What follows belongs to an exercise in optimizing a design on an open flow for small area; a production flow would make more cautious choices.
Only simulation tests tie the RTL to the original design; equivalence was not proved.
Power and IR drop assume default switching activity.

Setup of the previous run:
## game_engine
module game_engine #(
    parameter int NUM_SLOTS = 8
) (
    input  logic                    clk_25MHz,
    input  logic                    rst,
    input  logic                    playing,
    input  logic                    game_init,
    input  logic                    frame_tick,
    input  logic [3:0]              deploy_press,
    input  logic                    upgrade_press,
    input  logic                    hit_valid,
    input  logic [2:0]              hit_slot,
    input  logic [11:0]             hit_amount,
    output logic [14:0]             money,
    output logic [2:0]              purse_level,
    output logic                    able_to_upgrade,
    output logic [3:0]              cd_busy,
    output logic [NUM_SLOTS-1:0]    army_alive,
    output logic [2*NUM_SLOTS-1:0]  army_type,
    output logic [12*NUM_SLOTS-1:0] army_hp
);
    localparam logic [2:0] PH_REST   = 3'd0;
    localparam logic [2:0] PH_INIT   = 3'd1;
    localparam logic [2:0] PH_DEPLOY = 3'd2;
    localparam logic [2:0] PH_PLACE  = 3'd3;
    localparam logic [2:0] PH_HURT   = 3'd4;
    localparam logic [2:0] PH_PURSE  = 3'd5;
    localparam logic [2:0] PH_INCOME = 3'd6;
    localparam logic [2:0] PH_FINISH = 3'd7;
    logic [2:0] phase, phase_nxt;
    always_comb begin
        if (!playing) begin
            phase_nxt = (phase == PH_REST && game_init) ? PH_INIT : PH_REST;
        end else begin
            case (phase)
                PH_REST:   phase_nxt = frame_tick ? PH_DEPLOY : PH_REST;
                PH_DEPLOY: phase_nxt = PH_PLACE;
                PH_PLACE:  phase_nxt = PH_HURT;
                PH_HURT:   phase_nxt = PH_PURSE;
                PH_PURSE:  phase_nxt = PH_INCOME;
                PH_INCOME: phase_nxt = PH_FINISH;
                default:   phase_nxt = PH_REST;
            endcase
        end
    end
    always_ff @(posedge clk_25MHz) begin
        if (rst) phase <= PH_REST;
        else     phase <= phase_nxt;
    end
    wire ph_init   = (phase == PH_INIT);
    wire ph_deploy = (phase == PH_DEPLOY);
    wire ph_place  = (phase == PH_PLACE);
  ...
Size in the first run: ~170 I/O pins.
==> flow/config.mk <==
export PLATFORM = sky130hd
export DESIGN_NAME = game_engine
export DESIGN_NICKNAME = game_engine
export VERILOG_FILES = /design/flow/design.v
export SDC_FILE = /design/flow/constraint.sdc
export NUM_CORES = 4
export LEC_CHECK = 0
export ABC_AREA = 1
export CAP_MARGIN = 20
export CORE_MARGIN = 2
export CORE_UTILIZATION = 40
export SLEW_MARGIN = 20
==> flow/constraint.sdc <==
create_clock -name core_clock -period 10.0 [get_ports {clk_25MHz}]
set_input_delay 2.0000 -clock core_clock [delete_from_list [all_inputs] [get_ports {clk_25MHz}]]
set_output_delay 2.0000 -clock core_clock [all_outputs]
set_load 0.01 [all_outputs]
standard.sh (not shown) runs the stock make flow with config.mk's settings and CLKGATE_MAP_FILE= SYNTH_SCRIPT=/design/flow/synth_recipe.tcl, a recipe that flattens the netlist after the stock synthesis.
==> flow/flow/run.sh <==
#!/bin/bash
# Layout flow: the standard synthesis, then the combinational logic is
# re-mapped for area by ABC (registers, ports and their names are kept), then
# the standard layout from floorplan on. Ports are buffered with buf_1 and
# the clock tree is built without dummy loads.
set -euo pipefail
HERE=$(pwd)
FLOWDIR=$HERE/flow
RES=$HERE/orfs/results/$FLOW_PLATFORM/game_engine/base
YOSYS=$(command -v yosys || echo "$FLOW_HOME/../tools/install/yosys/bin/yosys")
LIB=$FLOW_HOME/platforms/$FLOW_PLATFORM/lib/sky130_fd_sc_hd__tt_025C_1v80.lib

export BUFFER_PORTS_ARGS="-buffer_cell sky130_fd_sc_hd__buf_1"
export CTS_ARGS="-sink_clustering_enable -repair_clock_nets -dont_use_dummy_load -buf_list sky130_fd_sc_hd__clkbuf_16 -sink_clustering_size 28 -sink_clustering_max_diameter 150"

# 1. standard synthesis
bash standard.sh "$RES/1_2_yosys.v" > standard_synth.log 2>&1

# 2. area re-mapping of the combinational logic
cp "$RES/1_2_yosys.v" "$HERE/synth_standard.v"
# the combinational cells' functions, as Verilog modules
"$YOSYS" -q -p "read_liberty -ignore_miss_func $LIB; delete sky130_fd_sc_hd__df* sky130_fd_sc_hd__edf* sky130_fd_sc_hd__sdf* sky130_fd_sc_hd__sedf* sky130_fd_sc_hd__dl* sky130_fd_sc_hd__conb_1 sky130_fd_sc_hd__lpflow* sky130_fd_sc_hd__probe*; write_verilog -noattr $HERE/comb_cells.v" > "$HERE/comb_cells.log" 2>&1
DONT=$(grep -o 'cell *( *"\?sky130_fd_sc_hd__\(lpflow\|probe\)[a-z0-9_]*' "$LIB" | sed 's/.*(\s*"\?//' | sort -u | sed 's/^/-dont_use /' | tr '\n' ' ')
sed -e "s#@LIB@#$LIB#g" -e "s#@IN@#$HERE/synth_standard.v#" -e "s#@OUT@#$HERE/synth_remapped.v#" \
    -e "s#@SCRIPT@#$FLOWDIR/remap.abc#" -e "s#@COMB@#$HERE/comb_cells.v#" -e "s#@DONT@#$DONT#" "$FLOWDIR/remap.ys" > "$HERE/remap_run.ys"
"$YOSYS" -s "$HERE/remap_run.ys" > "$HERE/remap.log" 2>&1
cp "$HERE/synth_remapped.v" "$RES/1_2_yosys.v"
touch "$RES/1_2_yosys.v"

# 3. the rest of the standard layout
bash standard.sh > standard_layout.log 2>&1
==> flow/flow/remap.ys <==
# Registers and tie cells stay library cells; every combinational cell is
# turned back into plain logic and mapped again by ABC for area.
read_liberty -lib @LIB@
read_verilog @IN@
hierarchy -check -top game_engine
techmap -map @COMB@
techmap
rename -hide w:* o:* %d i:* %d
opt -purge
check -assert
abc -liberty @LIB@ -script @SCRIPT@ @DONT@
opt_clean -purge
setundef -zero
splitnets
opt_clean -purge
hilomap -singleton -hicell sky130_fd_sc_hd__conb_1 HI -locell sky130_fd_sc_hd__conb_1 LO
insbuf -buf sky130_fd_sc_hd__buf_4 A X
check -assert
stat -liberty @LIB@
write_verilog -noattr -nohex -nodec @OUT@
Other scripts of this flow, unchanged in this note and not shown: flow/flow/remap.abc
#### Input delta (the current run over the previous run)
# the previous run
export LEC_CHECK = 0
export ABC_AREA = 1
export CAP_MARGIN = 20
export CORE_MARGIN = 2
export CORE_UTILIZATION = 40
export SLEW_MARGIN = 20
create_clock -name core_clock -period 10.0 [get_ports {clk_25MHz}]
# the current run
export LEC_CHECK = 0
export ABC_AREA = 1
export CAP_MARGIN = 10
export CORE_MARGIN = 2
export CORE_UTILIZATION = 40
export GPL_TIMING_DRIVEN = 0
export SLEW_MARGIN = 10
create_clock -name core_clock -period 10.0 [get_ports {clk_25MHz}]
-- flow/flow/remap.ys --
<<< the previous run, line 16
hilomap -singleton -hicell sky130_fd_sc_hd__conb_1 HI -locell sky130_fd_sc_hd__conb_1 LO
>>> the current run, line 16
hilomap -hicell sky130_fd_sc_hd__conb_1 HI -locell sky130_fd_sc_hd__conb_1 LO
--- outcome ---
- Higher sequential share of layout area was reported by the previous run, not the current run.
- The current run vs the previous run: cell area up slightly
- All-layer global routing usage for the current run: 0.49 points down relative to the previous run
- | clock latency on the worst-skew pair | the current run vs the previous run | ≈ equal |
- Going from the previous run to the current run, the part of the total power dissipated in combinational logic was found to have gone up by 0.3 points.
- Overall via count from detail_route | the current run above the previous run
- Via count of the first global-routing pass, the current run vs the previous run: up slightly
- As far as clock share of power is concerned, the current run and the previous run perform about the same.
- Half-perimeter wire length after placement came out lower on the current run than on the previous run.
- When the current run is measured against the previous run, its pin count of the biggest net entering global routing turns out about 80% higher.
- Looking at end of the critical path, the rem[0][7]$_DFFE_PP_ result is from the previous run; the rem[5][7]$_DFFE_PP_ one comes from the current run.
- Compared with the previous run, detail-routed via count per cell in the current run decreased slightly.

-- separate check: timing with driven ports --
In the flow no input, the clock included, has a driving cell. The finished layouts below were timed again as built, in two steps.
Step 1 sets driving cells, clkbuf_16 on the clock port and buf_2 on the other inputs (assumed; they add their load-dependent delay and slew).
Step 2 adds t to the input delays and takes it off the output delays; t is the mean of the earliest and latest rising clock arrival at the registers after step 1. Input paths then give back, and output paths get back, about the clock's delay inside the block.
a / b / c = no drivers / after step 1 / after step 2; a / b = the first two.
run	t (ns)	setup WS [ns]	clock arrival spread, ns	worst slew at a driven data input, ns
the previous run	0.504	2.347 / 2.345 / 1.842	0.049 / 0.049	0.05
the current run	0.510	1.531 / 1.507 / 0.997	0.044 / 0.044	0.07
After both steps setup and hold are still met in every run listed. The setup slack of the current run, which loses most, moves by -0.024 ns with the drivers and by -0.534 ns with both steps.
